Background: an optimization exercise with open tools, aiming at small area. Do not read the settings as production practice.
Function was checked by simulation only, so behaviour that the tests miss may differ from the original.

**flow/run.sh**
```bash
#!/bin/bash
# synth_recipe.tcl (not shown) runs the flow's synth.tcl, then flattens the netlist and writes it again
# the make line also repeats each setting of config.mk as NAME=value (left out here)
make -C /OpenROAD-flow-scripts/flow DESIGN_CONFIG=/design/flow/config.mk WORK_HOME=/design/flow/orfs CLKGATE_MAP_FILE= SYNTH_SCRIPT=/design/flow/synth_recipe.tcl finish
```
**flow/config.mk**
```make
export PLATFORM = sky130hd
export DESIGN_NAME = viterbi_pmu
export DESIGN_NICKNAME = viterbi_pmu
export VERILOG_FILES = /design/flow/design.v
export SDC_FILE = /design/flow/constraint.sdc
export NUM_CORES = 4
export LEC_CHECK = 0
export CAP_MARGIN = 20
export CORE_MARGIN = 2
export CORE_UTILIZATION = 40
export CTS_CLUSTER_DIAMETER = 80
export CTS_CLUSTER_SIZE = 25
export SLEW_MARGIN = 20
```
**flow/constraint.sdc**
```tcl
create_clock -name core_clock -period 7.0 [get_ports {clk}]
set_input_delay 1.4000 -clock core_clock [delete_from_list [all_inputs] [get_ports {clk}]]
set_output_delay 1.4000 -clock core_clock [all_outputs]
set_load 0.01 [all_outputs]
```
**flow/design.v**
```verilog
`default_nettype none
`timescale 1ns/100ps
module acs_unit (
	input  logic [10-1:0] pm_upper,
	input  logic [10-1:0] pm_lower,
	input  logic [6-1:0] bm_upper,
	input  logic [6-1:0] bm_lower,
	output logic [10-1:0] pm_out,
	output logic                     decision
);
	localparam int W = 10;
	localparam int B = 6;
	logic [W-1:0] cand_upper;
	logic [W-1:0] cand_lower;
	logic [W:0]   cy_upper;
	logic [W:0]   cy_lower;
	logic [W:0]   borrow;
	assign cy_upper[0] = 1'b0;
	assign cy_lower[0] = 1'b0;
	genvar i;
	generate
		for (i = 0; i < W; i++) begin : g_add
			if (i < B) begin : g_full
				assign cand_upper[i] = pm_upper[i] ^ bm_upper[i] ^ cy_upper[i];
				assign cy_upper[i+1] = (pm_upper[i] & bm_upper[i]) | (cy_upper[i] & (pm_upper[i] ^ bm_upper[i]));
				assign cand_lower[i] = pm_lower[i] ^ bm_lower[i] ^ cy_lower[i];
				assign cy_lower[i+1] = (pm_lower[i] & bm_lower[i]) | (cy_lower[i] & (pm_lower[i] ^ bm_lower[i]));
			end else begin : g_half
				assign cand_upper[i] = pm_upper[i] ^ cy_upper[i];
				assign cy_upper[i+1] = pm_upper[i] & cy_upper[i];
				assign cand_lower[i] = pm_lower[i] ^ cy_lower[i];
				assign cy_lower[i+1] = pm_lower[i] & cy_lower[i];
			end
		end
	endgenerate
	assign borrow[0] = 1'b0;
	generate
		for (i = 0; i < W; i++) begin : g_cmp
			assign borrow[i+1] = (~cand_lower[i] & cand_upper[i]) |
				(~cand_lower[i] & borrow[i]) | (cand_upper[i] & borrow[i]);
		end
	endgenerate
	assign decision = cand_lower[W-1] ^ cand_upper[W-1] ^ borrow[W-1];
	assign pm_out = decision ? cand_lower : cand_upper;
endmodule
`default_nettype wire
`default_nettype none
`timescale 1ns/100ps
module acs_bank (
	input  logic                                     phase,
	input  logic [8*6-1:0]               bm_set,
	input  logic [32*10-1:0]    slot_metrics,
	output logic [32/2*10-1:0]  new_even,
	output logic [32/2*10-1:0]  new_odd,
	output logic [32/2-1:0]                dec_even,
	output logic [32/2-1:0]                dec_odd
);
	localparam logic [3*32-1:0] BUTTERFLY_LABEL = {
		3'b000, 3'b110, 3'b111, 3'b001, 3'b101, 3'b011, 3'b010, 3'b100,
		3'b010, 3'b100, 3'b101, 3'b011, 3'b111, 3'b001, 3'b000, 3'b110,
		3'b001, 3'b111, 3'b110, 3'b000, 3'b100, 3'b010, 3'b011, 3'b101,
		3'b011, 3'b101, 3'b100, 3'b010, 3'b110, 3'b000, 3'b001, 3'b111
	};
	localparam int W = 10;
	localparam int B = 6;
	localparam int NU = 32/2;
	genvar k;
	generate
		for (k = 0; k < NU; k++) begin : g_bfly
			localparam logic [3-1:0] LBL_A =
				BUTTERFLY_LABEL[3*(32-1-2*k) +: 3];
			localparam logic [3-1:0] LBL_B =
				BUTTERFLY_LABEL[3*(32-2-2*k) +: 3];
			localparam logic [3-1:0] LBL_A_CROSS = ~LBL_A;
			localparam logic [3-1:0] LBL_B_CROSS = ~LBL_B;
			logic [B-1:0] bm_direct;
			logic [B-1:0] bm_cross;
			assign bm_direct = phase ? bm_set[LBL_B*B +: B] : bm_set[LBL_A*B +: B];
			assign bm_cross  = phase ? bm_set[LBL_B_CROSS*B +: B] : bm_set[LBL_A_CROSS*B +: B];
			acs_unit u_acs_even (
				.pm_upper  (slot_metrics[k*W +: W]),
				.pm_lower  (slot_metrics[(k + NU)*W +: W]),
				.bm_upper  (bm_direct),
				.bm_lower  (bm_cross),
				.pm_out    (new_even[k*W +: W]),
				.decision  (dec_even[k])
			);
			acs_unit u_acs_odd (
				.pm_upper  (slot_metrics[k*W +: W]),
				.pm_lower  (slot_metrics[(k + NU)*W +: W]),
				.bm_upper  (bm_cross),
				.bm_lower  (bm_direct),
				.pm_out    (new_odd[k*W +: W]),
				.decision  (dec_odd[k])
			);
		end
	endgenerate
endmodule
`default_nettype wire
`default_nettype none
`timescale 1ns/100ps
module path_metric_store (
	input  logic                                     clk,
	input  logic                                     reset_n,
	input  logic [32/2*10-1:0]  new_even,
	input  logic [32/2*10-1:0]  new_odd,
	output logic                                     phase,
	output logic [32*10-1:0]    slot_metrics
);
	localparam int W = 10;
	localparam int NU = 32/2;
	logic [NU*W-1:0] xa;
	logic [NU*W-1:0] xb;
	logic [NU*W-1:0] ya;
	logic [NU*W-1:0] yb;
	always_ff @(posedge clk or negedge reset_n) begin
		if (!reset_n) begin
			phase <= 1'b0;
		end else begin
			phase <= ~phase;
		end
	end
	always_ff @(posedge clk or negedge reset_n) begin
		if (!reset_n) begin
			xa <= '0;
			yb <= '0;
		end else begin
			xa <= ya;
			yb <= new_odd;
		end
	end
	logic sel_new;
	logic sel_y;
	assign sel_new = reset_n & phase;
	assign sel_y   = reset_n & ~phase;
	always_ff @(posedge clk) begin
		xb <= ({NU*W{sel_new}} & new_even) | ({NU*W{sel_y}} & yb);
		ya <= ({NU*W{sel_new}} & yb) | ({NU*W{sel_y}} & new_even);
	end
	always_comb begin
		for (int k = 0; k < NU; k++) begin
			slot_metrics[(2*k)*W +: W]     = xa[k*W +: W];
			slot_metrics[(2*k + 1)*W +: W] = xb[k*W +: W];
		end
	end
endmodule
`default_nettype wire
`default_nettype none
`timescale 1ns/100ps
module decision_register (
	input  logic                       clk,
	input  logic                       reset_n,
	input  logic                       phase,
	input  logic [32/2-1:0]  dec_even,
	input  logic [32/2-1:0]  dec_odd,
	output logic [64-1:0] sel_out
);
	localparam int NU = 32/2;
	logic [NU-1:0] stage_even;
	logic [NU-1:0] stage_odd;
	always_ff @(posedge clk) begin
		stage_even <= dec_even;
		stage_odd <= dec_odd;
	end
	always_ff @(posedge clk or negedge reset_n) begin
		if (!reset_n) begin
			sel_out <= '0;
		end else if (phase) begin
			for (int k = 0; k < NU; k++) begin
				sel_out[4*k]     <= stage_even[k];
				sel_out[4*k + 1] <= stage_odd[k];
				sel_out[4*k + 2] <= dec_even[k];
				sel_out[4*k + 3] <= dec_odd[k];
			end
		end
	end
endmodule
`default_nettype wire
`default_nettype none
`timescale 1ns/100ps
module viterbi_pmu (
	input  logic                       clk,
	input  logic                       reset_n,
	input  logic [6-1:0]   bm_000,
	input  logic [6-1:0]   bm_001,
	input  logic [6-1:0]   bm_010,
	input  logic [6-1:0]   bm_011,
	input  logic [6-1:0]   bm_100,
	input  logic [6-1:0]   bm_101,
	input  logic [6-1:0]   bm_110,
	input  logic [6-1:0]   bm_111,
	output logic [64-1:0] sel_out,
	output logic                       clk_div2_out
);
	logic [8*6-1:0]                  bm_set;
	logic                                        phase;
	logic [32*10-1:0]       slot_metrics;
	logic [32/2*10-1:0]     new_even;
	logic [32/2*10-1:0]     new_odd;
	logic [32/2-1:0]                   dec_even;
	logic [32/2-1:0]                   dec_odd;
	assign bm_set = {bm_111, bm_110, bm_101, bm_100, bm_011, bm_010, bm_001, bm_000};
	assign clk_div2_out = ~phase;
	acs_bank u_acs_bank (
		.phase        (phase),
		.bm_set       (bm_set),
		.slot_metrics (slot_metrics),
		.new_even     (new_even),
		.new_odd      (new_odd),
		.dec_even     (dec_even),
		.dec_odd      (dec_odd)
	);
	path_metric_store u_path_metric_store (
		.clk          (clk),
		.reset_n      (reset_n),
		.new_even     (new_even),
		.new_odd      (new_odd),
		.phase        (phase),
		.slot_metrics (slot_metrics)
	);
	decision_register u_decision_register (
		.clk       (clk),
		.reset_n   (reset_n),
		.phase     (phase),
		.dec_even  (dec_even),
		.dec_odd   (dec_odd),
		.sel_out   (sel_out)
	);
endmodule
`default_nettype wire
```
==> metrics.csv, run 1 <==
metric,value,unit
Hold Path Origin,u_path_metric_store.ya[19]$_DFF_P_,
Setup crit start kind,flip-flop,
Mapped Cells,3835,
Final HPWL DP,90500,um
Post-CTS Resized,0,
Synth cell types,91,
vias in the first global route,28620,
Max-slew headroom,26.78,%
FF-to-FF path depth,21,
initial antenna violation count,3,
total gr overflow,0,
IO Port Bufs,114,
Syn Nets,4461,
Clock transition at path regs,0.09,ns
delay of the slowest critical-path stage,0.92,ns
final non-filler cell total,5420,
first-pass GRT wire length,176800,um
commonest register cell after synthesis,dfrtp_1,
Synth async-reset ratio,52.24,%
fin util,45.31,%
post-synthesis sequential area ratio,39.27,%
WL/cell,21.42,um
Max-cap violations,0,
Tightest Hold Check Type,reg2reg,
CTS tree,yes,
GPL Wtd Cong,0.9294,
Reg2Reg Setup Slack,0.55,ns
largest net degree at the start of global routing,163,
Crit Path Max Fanout,43,
Crit-path slowest cell,dfrtp_4,
CP Cell Sequence,"buf_4, mux2i_1, inv_1, fa_1, fa_1, inv_1, fa_1, fa_1, inv_1, fa_1, ha_1, ha_1, nor2b_1, a21oi_1, and3_1, o211ai_1, and3_1, o311ai_0, maj3_2, xnor2_4, mux2_2",
global-route usage over all layers,21.77,%
Inst Count DP,5335,
Total Wirelength,116100,um
Core Box Area,105300,um^2
Hold Fails Final Rpt,0,
FF-to-FF Start,u_path_metric_store.phase$_DFF_PN0_,
IO Count,115,
Max Root-Sink Buffers,3,
Hold EP,u_path_metric_store.xa[19]$_DFF_PN0_,
yosys warns,2,
Pre-Repair DR Iteration Count,5,
Vias,28200,
final worst-path cycle share,92.12,%
share of cells above drive strength 1,11.80,%
die area,108800,um^2
Hold Crit Depth,0,
die width,329.9,um
WP data arrival,6.98,ns
drt via density,5.203,
CTS root buf,clkbuf_16,
critical path required time,7.53,ns
critical path class,reg2reg,
Fmax,0.1551,GHz
# hold bufs at CTS,0,
Final min period,6.449,ns
"FF+latch count, synth",737,
Num CTS Buffers,45,
"EDFF count, synth",0,
clock sink count,737,
"Slew Viols, Final",0,
Post-CTS Setup Bufs,0,
htree depth,2,
Nets,4617,
Initial Utilization,40.36,%
skew final,0.03381,ns
RSZ-0062 raised after global routing,no,
P&R area growth vs syn,12.27,%
drc violations,0,
worst slew pin tran,1.097,ns
clk latency of the worst-skew pair,0.67,ns
Critical Path End Type,flip-flop,
"Setup violations, final",0,
Rows,119,
iteration-0 DRC count of the detailed router,2058,
synthesized area,42480,um^2
mean area per synthesized cell,11.08,um^2
most frequent CP cell,fa_1,
RR Endpoint,u_path_metric_store.yb[0]$_DFF_PN0_,
Worst setup startpoint,u_path_metric_store.phase$_DFF_PN0_,
status,timing/DRC/antenna clean,
fin area,47690,um^2
post-route ant nets,0,
Die Ht,329.9,um
area of placed instances,46080,um^2
hold slack,0.3072,ns
layout make-up:
class                           count  area [um^2]
Fill cell                        9631        57570
Clock buffer                       61         1269
Clock inverter                     22        326.6
Sequential cell                   737        16680
Timing Repair Buffer              247         2307
Inverter                          462         1742
Antenna cell                        2        5.005
Tap cell                         1391         1740
Multi-Input combinational cell   2498        23620
Yosys cell counts (all sizes together) (5+ instances only):
master	instances	area [um^2]
inv	462	1734
o221ai	15	131.4
nor3	31	155.2
or3	5	31.28
mux2i	208	2082
o21ai	273	1370
a22o	10	87.58
clkbuf	117	439.2
mux2	171	1948
and2	13	81.33
nor2	100	382.9
dfxtp	352	7047
a221oi	18	163.9
a311o	5	50.05
nand2	109	409.1
a311oi	10	87.58
o211ai	21	162.6
ha	256	3203
nand3	109	545.5
maj3	85	870.8
nand2b	85	531.8
buf	21	116.4
or4	7	52.55
a22oi	6	45.04
o31ai	6	45.04
dfrtp	385	9634
o21a	5	37.54
xor2	34	376.6
xnor2	91	898.4
fa	320	6406
a2111oi	8	82.58
nand3b	6	45.04
a221o	17	170.2
o21ba	20	200.2
or2	10	62.56
nand4	11	68.82
o311ai	18	165.2
o2111ai	20	175.2
a31oi	22	137.6
nor2b	90	563.0
o32ai	6	60.06
a21oi	212	1091
a31o	9	78.83
o22ai	13	81.33
worst max-delay path by stage:
stage / end / slack, ns
floorplan: u_path_metric_store.yb[50]$_DFF_PN0_ / 0.71
finish: u_path_metric_store.yb[0]$_DFF_PN0_ / 0.55
global placement: u_path_metric_store.yb[56]$_DFF_PN0_ / 0.004
CTS: u_path_metric_store.yb[0]$_DFF_PN0_ / 0.52
detailed placement: u_path_metric_store.yb[50]$_DFF_PN0_ / -0.05
global route: u_path_metric_store.yb[1]$_DFF_PN0_ / 0.15
sequential cells by signal, summed over array words and instances, names as in the netlist:
name	count
u_path_metric_store.phase	1
u_decision_register.stage_even	16
u_decision_register.sel_out	64
u_path_metric_store.xb	160
u_path_metric_store.ya	160
u_decision_register.stage_odd	16
u_path_metric_store.xa	160
u_path_metric_store.yb	160
metal layers:
metal / up-vias / wire (um) / GRT usage (%)
li1: 13390 / - / -
met3: 150 / 5523 / 2.883
met4: 0 / 3646 / 6.700
met5: - / 0 / 0
met1: 14030 / 51420 / 29.48
met2: 627 / 55500 / 36.31
stage by stage:
stage	worst slack (ns)	setup TNS, ns
after floorplan	0.7128	0
after global placement	0.003592	0
after detailed placement	-0.04760	-0.2283
after CTS	0.5224	0
after global routing	0.1479	0
final	0.5515	0
cell usage in the layout, fill, tap and decap left out, types with 15 or more instances in the layout:
cell / instances
inv_1: 459
fa_1: 320
a31oi_1: 22
xor2_1: 24
mux2_1: 19
o221ai_1: 15
dfxtp_1: 352
nor3_1: 27
clkdlybuf4s50_1: 113
o21ai_0: 263
nor2_1: 97
a221oi_1: 17
nand2b_1: 85
a221o_1: 17
maj3_1: 69
clkbuf_16: 47
xnor2_1: 81
o21ba_2: 20
mux2_2: 146
nand2_1: 108
nor2b_1: 90
a21oi_1: 206
ha_1: 256
maj3_2: 16
buf_4: 120
o2111ai_1: 20
o211ai_1: 20
dfrtp_1: 384
mux2i_1: 199
nand3_1: 109
worst max-delay path, delay by kind of cell, from the launching register on:
kind | cells | cell delay [ns]
mux | 2 | 0.68
fa+ha+maj | 8 | 2.56
simple gates | 3 | 0.52
xor+xnor | 1 | 0.36
compound gates | 3 | 0.33
flops | 1 | 0.92
buf+inv | 4 | 0.81
cells by family (layout without fill, tap and decap cells):
group,after synthesis,count (layout),synth area share [%]
AOI/OAI and AO/OA,742,742,11.02
DFF,737,737,39.27
adders and majority gates,661,661,24.67
buffers and inverters,600,792,5.390
and+or+nand+nor,591,591,7.169
muxes,379,379,9.487
xor gates and xnor gates,125,125,3.001
other,0,2,0
==> run 2: changes to the inputs <==
--- a/flow/config.mk
+++ b/flow/config.mk
@@ -10,4 +10,4 @@
 export CORE_UTILIZATION = 40
-export CTS_CLUSTER_DIAMETER = 80
-export CTS_CLUSTER_SIZE = 25
+export CTS_CLUSTER_DIAMETER = 100
+export CTS_CLUSTER_SIZE = 30
 export SLEW_MARGIN = 20
==> run 2 against run 1 <==
Largest cell class unchanged. Critical path type is now in2reg. Register-to-register slack better by 0.03 ns. Critical path depth is 1 lower. Still clean. Synthesized cell count did not move. Via count hardly changed. Die area did not move. First-iteration DRC count rose by 4.5%. Clock skew grew 0.00089 ns. Area after synthesis stayed put. Critical endpoint is now u_path_metric_store.yb[51]$_DFF_PN0_. Non-clock buffer count unchanged.
==> metrics.csv, run 2 <==
metric,value,unit
status,timing/DRC/antenna clean,
largest family of logic cells by synthesized area,adder cells,
skew final,0.03470,ns
"EDFF count, synth",0,
final non-filler cell total,5398,
GPL Wtd Cong,0.9294,
Max Root-Sink Buffers,3,
Die Ht,329.9,um
Vias,28180,
Initial Utilization,40.36,%
FF-to-FF path depth,17,
Hold Crit Depth,0,
synthesized area,42480,um^2
Num CTS Buffers,36,
Synth Area in XOR/XNOR,3.001,%
Tightest Hold Check Type,reg2reg,
top-area cell type share of the netlist area,22.68,%
Mapped Cells,3835,
first-pass GRT wire length,176200,um
top-count cell post-synth,inv_1,
Critical Path End Type,flip-flop,
Synth top cells by count,"inv_1 (461), dfrtp_1 (385), dfxtp_1 (352), fa_1 (320), o21ai_0 (263)",
initial antenna violation count,3,
n_diodes,0,
Pre-Repair DR Iteration Count,5,
Crit Path Max Fanout,9,
Synth async-reset ratio,52.24,%
Placement Setup Slack,-0.04760,ns
post-synthesis mux area share,9.487,%
clock sink count,737,
"commonest non-fill, non-tap cell in the layout",inv_1,
Fillers,9639,
WP data arrival,6.94,ns
die width,329.9,um
Post-CTS Setup Bufs,0,
Post-CTS Resized,0,
"Slew Viols, Final",0,
"FF+latch count, synth",737,
Syn Nets,4461,
clk latency of the worst-skew pair,0.62,ns
Synth cell types,91,
share of cells above drive strength 1,11.50,%
IO Port Bufs,114,
Inst Count DP,5335,
Max-cap violations,0,
commonest register cell after synthesis,dfrtp_1,
met2 WL,55670,um
Rows,119,
iteration-0 DRC count of the detailed router,2151,
sequential cell area,16680,um^2
Setup crit start kind,input pin,
post-synthesis sequential area ratio,39.27,%
total gr overflow,0,
Fmax,0.1554,GHz
"Setup violations, final",0,
global-route usage over all layers,21.66,%
critical path class,in2reg,
uppermost layer routed,met4,
# hold bufs at CTS,0,
Nets,4608,
WL/cell,21.49,um
Multi-input gate area,23620,um^2
simple-gate share of the synthesized area,7.169,%
P&R area growth vs syn,11.54,%
Hold Fails Final Rpt,0,
most frequent cells in the layout,"inv_1 (459), dfrtp_1 (384), dfxtp_1 (352)",
Max-slew headroom,27.32,%
die area,108800,um^2
CTS root buf,clkbuf_16,
final setup margin,0.5643,ns
Total Wirelength,116000,um
mean area per synthesized cell,11.08,um^2
htree depth,2,
Post-Synth Adder-Cell Area,24.67,%
Final HPWL DP,90500,um
CTS tree,yes,
M1 WL,52050,um
Final min period,6.436,ns
Synth area leader,dfrtp_1,
vias in the first global route,28570,
hold slack,0.3223,ns
synth top area cells,"dfrtp_1 (23%), dfxtp_1 (17%), fa_1 (15%), ha_1 (7.5%), mux2i_1 (4.9%)",
largest net degree at the start of global routing,163,
Clock transition at path regs,0.11,ns
drc violations,0,
post-route ant nets,0,
post-synthesis compound-gate area fraction,11.02,%
worst slew pin tran,1.089,ns
critical path required time,7.50,ns
routed wl met3,4878,um
drt via density,5.221,
IO Count,115,
yosys warns,2,
final worst-path cycle share,91.94,%
RSZ-0062 raised after global routing,no,
Core Box Area,105300,um^2
==> run 2: cell count changes in the layout (fill, tap and decap cells not counted), sizes merged <==
cell	change
clkbuf	-15
clkinv	-4
inv	-3
diode	-2
bufinv	+1
clkinvlp	+1
==> run 2: path summary, 6_finish.rpt <==
kind	startpoint	end	slack (ns)
setup / recovery	bm_011[2]	u_path_metric_store.yb[51]$_DFF_PN0_	0.56
hold / removal	u_path_metric_store.ya[69]$_DFF_P_	u_path_metric_store.xa[69]$_DFF_PN0_	0.32
setup reg to reg	u_path_metric_store.phase$_DFF_PN0_	u_path_metric_store.yb[17]$_DFF_PN0_	0.58
hold reg to reg	u_path_metric_store.ya[69]$_DFF_P_	u_path_metric_store.xa[69]$_DFF_PN0_	0.32
max in group asynchronous	reset_n	u_decision_register.sel_out[17]$_DFFE_PN0P_	4.81
min in group asynchronous	reset_n	u_path_metric_store.yb[155]$_DFF_PN0_	0.70
==> run 2: layout make-up <==
type,count,area share [%]
Multi-Input combinational cell,2498,49.85
Sequential cell,737,35.21
Timing Repair Buffer,247,4.869
Inverter,462,3.676
Tap cell,1391,3.673
Clock buffer,46,2.131
Clock inverter,17,0.5862
==> run 2: critical path, stage by stage <==
cell             delay (ns)
clkdlybuf4s50_1        0.42
mux2i_1                0.81
inv_1                  0.31
fa_1                   0.49
fa_1                   0.38
inv_1                  0.08
fa_1                   0.17
inv_1                  0.05
fa_1                   0.36
ha_1                   0.19
ha_1                   0.31
inv_1                  0.08
nor2_1                 0.06
or4b_2                 0.63
o311ai_1               0.16
a21oi_1                0.11
o21ai_2                0.24
xor2_2                 0.14
buf_4                  0.21
mux2_2                 0.35
==> run 2: through the flow <==
stage	instance area (um^2)	util (%)	setup TNS (ns)
3_3_place_gp	46080	43.78	0
6_report	47380	45.01	0
3_5_place_dp	46080	43.78	-0.2283
2_1_floorplan	42480	-	0
5_1_grt	47380	45.01	0
4_1_cts	47370	45.00	0
==> run 2: cells by family (layout without fill, tap and decap cells) <==
logic type | Yosys count | count (layout)
flip-flops | 737 | 737
adder cells (fa/ha/maj) | 661 | 661
AND/OR/NAND/NOR | 591 | 591
multiplexers | 379 | 379
XOR/XNOR | 125 | 125
AO/OA/AOI/OAI | 742 | 742
buffers and inverters | 600 | 772
==> run 2: layer usage <==
metal / track usage, % / vias up
met4: 6.067 / 0
met2: 36.38 / 627
met5: 0 / -
met1: 29.60 / 14070
li1: - / 13370
met3: 2.516 / 116
==> run 3: changes to the inputs <==
--- a/flow/design.v
+++ b/flow/design.v
@@ -124,6 +124,6 @@
 		if (!reset_n) begin
-			xa <= '0;
+			ya <= '0;
 			yb <= '0;
 		end else begin
-			xa <= ya;
+			ya <= phase ? yb : new_even;
 			yb <= new_odd;
@@ -131,9 +131,5 @@
 	end
-	logic sel_new;
-	logic sel_y;
-	assign sel_new = reset_n & phase;
-	assign sel_y   = reset_n & ~phase;
 	always_ff @(posedge clk) begin
-		xb <= ({NU*W{sel_new}} & new_even) | ({NU*W{sel_y}} & yb);
-		ya <= ({NU*W{sel_new}} & yb) | ({NU*W{sel_y}} & new_even);
+		xa <= ya;
+		xb <= phase ? new_even : yb;
 	end
--- a/flow/config.mk
+++ b/flow/config.mk
@@ -10,4 +10,2 @@
 export CORE_UTILIZATION = 40
-export CTS_CLUSTER_DIAMETER = 100
-export CTS_CLUSTER_SIZE = 30
 export SLEW_MARGIN = 20
==> run 3 against run 2 <==
Critical endpoint is now u_path_metric_store.xb[117]$_DFF_P_. First-iteration DRC count is 31% lower. Global-route usage is 0.35 points lower. Die area down 2.4%. Final cell count shrank 4.6%. Worst hold slack improved by 0.0099 ns. Wire length down 4.3%. Area after synthesis fell by 2.4%. Via count shrank 7.4%. Critical path depth decreased by 1. Worst setup slack lost 0.050 ns. Sequential cell count unchanged.
==> metrics.csv, run 3 <==
metric,value,unit
Max-cap violations,0,
initial antenna violation count,3,
RSZ-0062 raised after global routing,no,
top-area cell type share of the netlist area,23.23,%
first-pass GRT wire length,170600,um
post-synthesis sequential area ratio,40.23,%
Worst Setup EP,u_path_metric_store.xb[117]$_DFF_P_,
critical path class,in2reg,
fin area,47840,um^2
# hold bufs at CTS,0,
Setup crit start kind,input pin,
area of placed instances,45000,um^2
IO Count,115,
clock sink count,737,
Core Box Area,103200,um^2
drt via density,5.068,
Hold Crit Depth,0,
Crit-path slowest cell,clkdlybuf4s50_1,
CTS tree,yes,
die area,106300,um^2
Critical Path End Type,flip-flop,
Pre-Repair DR Iteration Count,7,
Num CTS Buffers,84,
Max Root-Sink Buffers,3,
Clock transition at path regs,0.06,ns
Initial Utilization,40.18,%
"EDFF count, synth",0,
Synth async-reset ratio,52.24,%
Vias,26100,
Die Ht,326.0,um
Max-slew headroom,37.23,%
final worst-path cycle share,92.65,%
"FF+latch count, synth",737,
Synth cell types,69,
CTS root buf,clkbuf_16,
yosys warns,2,
CP Cell Sequence,"clkdlybuf4s50_1, mux2_2, ha_1, fa_1, fa_1, fa_1, fa_1, fa_1, ha_1, ha_1, ha_1, nand2b_1, o221ai_1, a221oi_1, a21oi_1, xnor2_1, buf_4, mux2_2, mux2_2",
commonest register cell after synthesis,dfrtp_1,
FF-to-FF path depth,21,
die width,326.0,um
RR Endpoint,u_path_metric_store.xb[61]$_DFF_P_,
Crit Path Max Fanout,9,
Hold Fails Final Rpt,0,
WL/cell,21.54,um
synth top area cells,"dfrtp_1 (23%), dfxtp_1 (17%), fa_1 (15%), mux2_2 (9.8%), ha_1 (7.7%)",
synthesized area,41460,um^2
Final min period,6.486,ns
delay of the slowest critical-path stage,0.42,ns
share of cells above drive strength 1,18.25,%
FF-to-FF Start,u_path_metric_store.phase$_DFF_PN0_,
Rows,118,
Reg2Reg Setup Slack,0.52,ns
critical path required time,7.52,ns
skew final,0.02640,ns
"commonest non-fill, non-tap cell in the layout",dfrtp_1,
htree depth,3,
Post-CTS Setup Bufs,0,
status,timing/DRC/antenna clean,
GPL Wtd Cong,0.9020,
Synth top cells by count,"dfrtp_1 (385), mux2_2 (362), dfxtp_1 (352), inv_1 (350), fa_1 (320)",
Mapped Cells,3466,
most frequent CP cell,fa_1,
top-count cell post-synth,dfrtp_1,
drc violations,0,
vias in the first global route,27520,
mean area per synthesized cell,11.96,um^2
post-route ant nets,0,
largest net degree at the start of global routing,121,
n_diodes,0,
global-route usage over all layers,21.32,%
Syn Nets,4092,
Hold Path Origin,u_path_metric_store.ya[150]$_DFF_PN0_,
hold slack,0.3322,ns
Nets,4324,
Post-CTS Resized,0,
IO Port Bufs,114,
most frequent cells in the layout,"dfrtp_1 (384), mux2_2 (362), dfxtp_1 (352)",
Synth area leader,dfrtp_1,
clk latency of the worst-skew pair,0.66,ns
Fmax,0.1542,GHz
Total Wirelength,111000,um
Tightest Hold Check Type,reg2reg,
WP data arrival,7.01,ns
Worst setup startpoint,bm_101[0],
Final HPWL DP,85500,um
iteration-0 DRC count of the detailed router,1485,
total gr overflow,0,
"Setup violations, final",0,
worst slew pin tran,0.9416,ns
"Slew Viols, Final",0,
P&R area growth vs syn,15.38,%
## run 3: changes by cell type after synthesis, moves of 52 or more
| cell | previous run | this run |
|---|---|---|
| mux2i_1 | 208 | 156 |
| o21ai_0 | 263 | 66 |
| nand3_1 | 109 | 7 |
| mux2_2 | 146 | 362 |
| nor2_1 | 99 | 184 |
| inv_1 | 461 | 350 |
## run 3: how the worst min path moves through the flow
| stage | to | slack [ns] |
|---|---|---|
| 6_report | u_path_metric_store.xa[150]$_DFF_P_ | 0.33 |
| 5_1_grt | u_path_metric_store.xa[150]$_DFF_P_ | 0.33 |
| 2_1_floorplan | u_path_metric_store.xa[0]$_DFF_P_ | 0.32 |
| 3_5_place_dp | u_path_metric_store.xa[20]$_DFF_P_ | 0.33 |
| 4_1_cts | u_path_metric_store.xa[150]$_DFF_P_ | 0.32 |
| 3_3_place_gp | u_path_metric_store.xa[0]$_DFF_P_ | 0.32 |
## run 3: cells by family after synthesis
| kind of cell | count (synthesis) | synth area share, % |
|---|---|---|
| AOI/OAI and AO/OA | 463 | 7.149 |
| xor gates and xnor gates | 115 | 2.710 |
| adders and majority gates | 664 | 25.34 |
| buffers and inverters | 438 | 4.071 |
| DFF | 737 | 40.23 |
| muxes | 549 | 14.63 |
| and+or+nand+nor | 500 | 5.872 |
## run 3: stage by stage
step                      setup WS [ns]  TNS (ns)  utilization [%]  cells
after global placement         -0.04218   -0.2834            43.61   4992
after global routing             0.1250         0            46.36   5150
after CTS                        0.5519         0            46.36   5150
final                            0.5142         0            46.36   5150
after floorplan                  0.8311         0                -   3466
after detailed placement       -0.08793    -2.208            43.61   4992
## run 3: cell type report
class                   instances  area (um^2)
well taps                    1380         1727
fillers                      9316        55360
clock inverters                48        409.1
clock buffers                 110         2427
flip-flops and latches        737        16680
repair buffers                233         2152
inverters                     351         1325
multi-input cells            2291        23120
## run 3: worst max-delay path, delay by kind of cell
kind	cells	cell delay (ns)
simple gates	1	0.11
buf+inv	2	0.70
mux	3	1.04
fa+ha+maj	9	2.87
compound gates	3	0.52
xor+xnor	1	0.36
## run 3: routing by layer
| layer | global-route usage [%] | share of wire [%] | vias to the layer above |
|---|---|---|---|
| li1 | - | - | 12350 |
| met4 | 7.203 | 3.2 | 0 |
| met3 | 2.625 | 3.9 | 152 |
| met1 | 29.85 | 47 | 13050 |
| met5 | 0 | 0 | - |
| met2 | 34.26 | 46 | 552 |
==> run 4: changes to the inputs <==
--- a/flow/config.mk
+++ b/flow/config.mk
@@ -10,2 +10,4 @@
 export CORE_UTILIZATION = 40
+export CTS_CLUSTER_DIAMETER = 80
+export CTS_CLUSTER_SIZE = 25
 export SLEW_MARGIN = 20
==> run 4 against run 3 <==
Still clean. Register-to-register slack improved by 0.03 ns. Clock skew is 0.018 ns higher. Via count shrank 1.4%. First-iteration DRC count up 1.5%. Die area stayed put. Global-route usage is 0.29 points lower. Critical path depth is 2 higher. Critical path type is now reg2reg. Highest routed layer unchanged.
==> metrics.csv, run 4 <==
metric,value,unit
# hold bufs at CTS,0,
post-route ant nets,0,
Synth cell types,69,
family with the most delay on the worst path,adder cells,
RSZ-0062 raised after global routing,no,
Max-slew headroom,38.37,%
critical path class,reg2reg,
vias in the first global route,27030,
Inst Count DP,4992,
Tightest Hold Check Type,reg2reg,
Post-CTS Setup Bufs,0,
Setup crit start kind,flip-flop,
"Setup violations, final",0,
total gr overflow,0,
delay of the slowest critical-path stage,0.92,ns
Critical Path End Type,flip-flop,
"EDFF count, synth",0,
Max Root-Sink Buffers,3,
Placement Setup Slack,-0.08793,ns
synth top area cells,"dfrtp_1 (23%), dfxtp_1 (17%), fa_1 (15%), mux2_2 (9.8%), ha_1 (7.7%)",
clk latency of the worst-skew pair,0.66,ns
top-area cell type share of the netlist area,23.23,%
Worst Path Buf+Inv,5,
final setup margin,0.5541,ns
yosys warns,2,
clock sink count,737,
Synth async-reset ratio,52.24,%
Clock transition at path regs,0.09,ns
"FF+latch count, synth",737,
"commonest non-fill, non-tap cell in the layout",dfrtp_1,
drc violations,0,
Post-CTS Resized,0,
Core Box Area,103200,um^2
Fillers,9406,
die width,326.0,um
synthesized area,41460,um^2
initial antenna violation count,2,
setup tns final,0,ns
iteration-0 DRC count of the detailed router,1507,
worst slew pin tran,0.9244,ns
most frequent CP cell,fa_1,
Synth area leader,dfrtp_1,
fin util,45.27,%
"Slew Viols, Final",0,
IO Port Bufs,114,
Crit-path slowest cell,dfrtp_4,
GPL Wtd Cong,0.9020,
Rows,118,
grt met2 use,34.12,%
post-synthesis sequential area ratio,40.23,%
final non-filler cell total,5080,
first-pass GRT wire length,168600,um
CTS tree,yes,
Multi-input gate area,23120,um^2
Nets,4287,
commonest register cell after synthesis,dfrtp_1,
Die Ht,326.0,um
sequential cell area,16680,um^2
Fmax,0.1551,GHz
status,timing/DRC/antenna clean,
WP data arrival,6.88,ns
CP Cell Sequence,"buf_4, mux2_2, buf_12, fa_1, fa_1, fa_1, fa_1, inv_1, fa_1, inv_1, ha_1, ha_1, ha_1, nand2b_1, o221ai_1, a221oi_1, a21oi_1, xnor2_1, buf_4, mux2i_1, a21oi_1",
IO Count,115,
critical path required time,7.44,ns
share of cells above drive strength 1,16.84,%
htree depth,2,
CTS root buf,clkbuf_16,
P&R area growth vs syn,12.68,%
Vias,25720,
met3 usage,2.442,%
mean area per synthesized cell,11.96,um^2
Initial Utilization,40.18,%
n_diodes,0,
top-count cell post-synth,dfrtp_1,
Global Route met1 Usage,29.79,%
Max-cap violations,0,
Total Wirelength,109700,um
die area,106300,um^2
Hold Fails Final Rpt,0,
global-route usage over all layers,21.03,%
Mapped Cells,3466,
Final min period,6.446,ns
Crit Path Max Fanout,43,
Syn Nets,4092,
drt via density,5.064,
skew final,0.04467,ns
most frequent cells in the layout,"dfrtp_1 (384), mux2_2 (362), dfxtp_1 (352)",
final worst-path cycle share,92.08,%
Num CTS Buffers,47,
Final HPWL DP,85500,um
Synth top cells by count,"dfrtp_1 (385), mux2_2 (362), dfxtp_1 (352), inv_1 (350), fa_1 (320)",
Pre-Repair DR Iteration Count,7,
GRT Max-Usage Layer,met2,
WL/cell,21.60,um
largest net degree at the start of global routing,121,
==> run 4: cell families after synthesis <==
kind of cell	share of synthesized area [%]
AND/OR/NAND/NOR	5.872
buffers and inverters	4.071
AO/OA/AOI/OAI	7.149
XOR/XNOR	2.710
flip-flops	40.23
multiplexers	14.63
adder cells (fa/ha/maj)	25.34
==> run 4: final cells by class <==
type	instances	area share [%]
Sequential cell	737	35.71
Multi-Input combinational cell	2291	49.47
Timing Repair Buffer	233	4.606
Clock inverter	31	0.9024
Inverter	351	2.836
Tap cell	1380	3.695
Clock buffer	57	2.777
==> run 4: path summary, 6_finish.rpt <==
kind                                                       from                                     endpoint  slack, ns  depth (start not counted)
min in group asynchronous                               reset_n   u_decision_register.sel_out[2]$_DFFE_PN0P_       0.75                          1
max reg2reg                 u_path_metric_store.phase$_DFF_PN0_           u_path_metric_store.xb[61]$_DFF_P_       0.55                         21
min                        u_path_metric_store.ya[66]$_DFF_PN0_           u_path_metric_store.xa[66]$_DFF_P_       0.33                          0
max                         u_path_metric_store.phase$_DFF_PN0_           u_path_metric_store.xb[61]$_DFF_P_       0.55                         21
min reg2reg                u_path_metric_store.ya[66]$_DFF_PN0_           u_path_metric_store.xa[66]$_DFF_P_       0.33                          0
max in group asynchronous                               reset_n  u_decision_register.sel_out[16]$_DFFE_PN0P_       4.73                          2
==> run 4: routing by layer <==
metal  up-vias  wire length, um
li1      12240                -
met1     12910            51540
met3       122             4006
met4         0             3197
met5         -                0
met2       454            50980
==> run 4: worst register-to-register path, cell delays in order (launching register included) <==
cell	delay [ns]
dfrtp_4	0.92
buf_4	0.35
mux2_2	0.47
buf_12	0.19
fa_1	0.42
fa_1	0.39
fa_1	0.41
fa_1	0.38
inv_1	0.08
fa_1	0.17
inv_1	0.04
ha_1	0.18
ha_1	0.18
ha_1	0.30
nand2b_1	0.12
o221ai_1	0.14
a221oi_1	0.23
a21oi_1	0.16
xnor2_1	0.25
buf_4	0.25
mux2i_1	0.36
a21oi_1	0.23
==> run 4: through the flow <==
stage	area [um^2]	hold slack, ns
5_1_grt	46720	0.3333
3_3_place_gp	45000	0.3243
2_1_floorplan	41460	0.3242
6_report	46720	0.3273
4_1_cts	46720	0.3252
3_5_place_dp	45000	0.3269
==> run 5: changes to the inputs <==
==> flow/flow/run.sh (new file) <==
#!/bin/bash
# The standard layout (the standard.sh, unchanged synthesis and
# steps), with one change: the port buffers that placement inserts on
# every input and output are the smallest buffer, buf_1, instead of
# the cell buffer_ports picks by itself. All of make's output goes to
# flow_make.log in this folder; ORFS keeps each step's own log under
# orfs/logs/.
set -euo pipefail
export BUFFER_PORTS_ARGS="-buffer_cell sky130_fd_sc_hd__buf_1"
bash standard.sh finish > flow_make.log 2>&1
==> flow/standard.sh (new file) <==
#!/bin/bash
# synth_recipe.tcl (not shown) runs the flow's synth.tcl, then flattens the netlist and writes it again
# the make line also repeats each setting of config.mk as NAME=value (left out here)
make -C /OpenROAD-flow-scripts/flow DESIGN_CONFIG=/design/flow/config.mk WORK_HOME=/design/flow/orfs CLKGATE_MAP_FILE= SYNTH_SCRIPT=/design/flow/synth_recipe.tcl "${@:-finish}"
removed: flow/run.sh
==> run 5 against run 4 <==
Global-route usage barely moved. Wire length rose by 0.19%. Largest cell class unchanged. Clock skew fell by 0.0011 ns. Sequential cell count did not move. Register-to-register slack got worse by 0.17 ns. Utilization fell by 1.2 points. Design area fell by 2.6%.
==> metrics.csv, run 5 <==
metric,value,unit
Multi-input gate area,23120,um^2
htree depth,2,
setup tns final,0,ns
Synth cell types,69,
# hold bufs at CTS,0,
commonest register cell after synthesis,dfrtp_1,
Initial Utilization,40.18,%
global-route usage over all layers,20.99,%
RSZ-0062 raised after global routing,no,
most frequent cells in the layout,"dfrtp_1 (384), mux2_2 (362), dfxtp_1 (352)",
Max-slew headroom,35.42,%
Max Root-Sink Buffers,3,
top-area cell type share of the netlist area,23.23,%
WL/cell,21.89,um
initial antenna violation count,1,
post-route ant nets,0,
Max-cap violations,0,
drc violations,0,
mean area per synthesized cell,11.96,um^2
Pre-Repair DR Iteration Count,5,
Hold Fails Final Rpt,0,
drt via density,5.122,
Num CTS Buffers,48,
first-pass GRT wire length,167000,um
Clock transition at path regs,0.10,ns
Core Box Area,103200,um^2
Worst setup startpoint,u_path_metric_store.phase$_DFF_PN0_,
post-synthesis sequential area ratio,40.23,%
Worst Setup EP,u_path_metric_store.xb[32]$_DFF_P_,
IO Port Bufs,114,
Final min period,6.619,ns
synth top area cells,"dfrtp_1 (23%), dfxtp_1 (17%), fa_1 (15%), mux2_2 (9.8%), ha_1 (7.7%)",
Synth area leader,dfrtp_1,
Crit Path Max Fanout,23,
skew final,0.04352,ns
vias in the first global route,26620,
Total Wirelength,109900,um
Final HPWL DP,84340,um
RR Endpoint,u_path_metric_store.xb[32]$_DFF_P_,
"Slew Viols, Final",0,
Post-CTS Resized,0,
die area,106300,um^2
Rows,118,
synthesized area,41460,um^2
"commonest non-fill, non-tap cell in the layout",dfrtp_1,
CTS root buf,clkbuf_16,
sequential cell area,16680,um^2
WP data arrival,7.16,ns
GPL Wtd Cong,0.8800,
largest net degree at the start of global routing,166,
Fmax,0.1511,GHz
Tightest Hold Check Type,reg2reg,
critical path required time,7.54,ns
die width,326.0,um
"EDFF count, synth",0,
critical path class,reg2reg,
Post-CTS Setup Bufs,0,
worst slew pin tran,0.9688,ns
status,timing/DRC/antenna clean,
IO Count,115,
"FF+latch count, synth",737,
Critical Path End Type,flip-flop,
yosys warns,2,
Nets,4229,
CTS tree,yes,
"Setup violations, final",0,
Setup crit start kind,flip-flop,
total gr overflow,0,
Reg2Reg Setup Slack,0.38,ns
clk latency of the worst-skew pair,0.67,ns
Mapped Cells,3466,
Syn Nets,4092,
Die Ht,326.0,um
FF-to-FF path depth,19,
P&R area growth vs syn,9.780,%
clock sink count,737,
share of cells above drive strength 1,15.41,%
Fillers,9524,
iteration-0 DRC count of the detailed router,1599,
FF-to-FF Start,u_path_metric_store.phase$_DFF_PN0_,
fin util,44.11,%
top-count cell post-synth,dfrtp_1,
final worst-path cycle share,94.56,%
Vias,25720,
Synth async-reset ratio,52.24,%
Synth top cells by count,"dfrtp_1 (385), mux2_2 (362), dfxtp_1 (352), inv_1 (350), fa_1 (320)",
==> run 5: cell counts after synthesis <==
Identical to the previous run, type by type.
==> run 5: worst min path at each step <==
stage / from / endpoint / depth (start not counted)
2_1_floorplan: u_path_metric_store.ya[0]$_DFF_PN0_ / u_path_metric_store.xa[0]$_DFF_P_ / 0
3_3_place_gp: u_path_metric_store.ya[105]$_DFF_PN0_ / u_path_metric_store.xa[105]$_DFF_P_ / 0
3_5_place_dp: u_path_metric_store.ya[110]$_DFF_PN0_ / u_path_metric_store.xa[110]$_DFF_P_ / 0
4_1_cts: u_path_metric_store.ya[118]$_DFF_PN0_ / u_path_metric_store.xa[118]$_DFF_P_ / 0
5_1_grt: u_path_metric_store.ya[118]$_DFF_PN0_ / u_path_metric_store.xa[118]$_DFF_P_ / 0
6_report: u_path_metric_store.ya[117]$_DFF_PN0_ / u_path_metric_store.xa[117]$_DFF_P_ / 0
==> run 5: per-layer routing <==
metal	vias up	track usage, %	wire, um
li1	12120	-	-
met1	12870	29.05	50400
met2	571	32.79	49230
met3	160	3.909	5697
met4	2	7.794	4592
met5	-	0	13
==> run 5: stage by stage <==
stage	instances	hold slack, ns	setup WS (ns)	cell area [um^2]
2_1_floorplan	3466	0.3242	0.8311	41460
3_3_place_gp	4933	0.3244	0.1649	43800
3_5_place_dp	4933	0.3269	0.1620	43800
4_1_cts	5021	0.3402	0.4644	45520
5_1_grt	5021	0.3471	0.1198	45520
6_report	5022	0.3381	0.3809	45520
==> run 5: critical path: stages, from the launching register on <==
cell      delay [ns]
dfrtp_4         0.79
buf_4           0.30
mux2_2          0.52
ha_1            0.27
fa_1            0.38
fa_1            0.39
fa_1            0.40
fa_1            0.40
fa_1            0.40
ha_1            0.20
ha_1            0.18
ha_1            0.31
nand2b_1        0.11
o221ai_1        0.13
a221oi_1        0.23
a21oi_1         0.17
xnor2_1         0.38
buf_4           0.26
mux2_2          0.36
mux2_2          0.28
==> run 5: layout make-up <==
type                            instances  share of cell area, %
Tap cell                             1380                  3.793
Multi-Input combinational cell       2291                  50.78
Antenna cell                            1               0.005497
Sequential cell                       737                  36.65
Inverter                              351                  2.911
Clock inverter                         28                 0.9043
Clock buffer                           60                  2.875
Timing Repair Buffer                  174                  2.075
==> run 5: cells by family after synthesis <==
group | synth area share (%)
fa+ha+maj | 25.34
flops | 40.23
compound gates | 7.149
simple gates | 5.872
mux | 14.63
buf+inv | 4.071
xor+xnor | 2.710

[what the ideal ports hide]
How much do the figures lean on ideal ports? The routed layouts below were timed once more, with nothing changed but the port constraints.
Step 1 assumes that a clkbuf_16 drives the clock port and a buf_2 every other input.
Step 2 also shifts input and output timing later by t, the mid clock arrival at the registers, as if the neighbouring blocks saw the same clock.
a / b / c = no drivers / after step 1 / after step 2; a / b = the first two.
run | shift t [ns] | setup WS [ns] | latest minus earliest clock arrival (ns)
run 1 | 0.717 | 0.551 / 0.551 / -0.044 | 0.036 / 0.036
run 2 | 0.679 | 0.564 / 0.578 / -0.068 | 0.048 / 0.048
run 3 | 0.714 | 0.514 / 0.520 / -0.152 | 0.027 / 0.027
run 4 | 0.705 | 0.554 / 0.554 / -0.099 | 0.051 / 0.050
run 5 | 0.722 | 0.381 / 0.381 / 0.091 | 0.051 / 0.050
With both steps, setup timing fails in run 1, run 2, run 3 and run 4, where it was met with ideal ports. The setup slack of run 3, which loses most, moves by +0.006 ns with the drivers and by -0.666 ns with both steps.
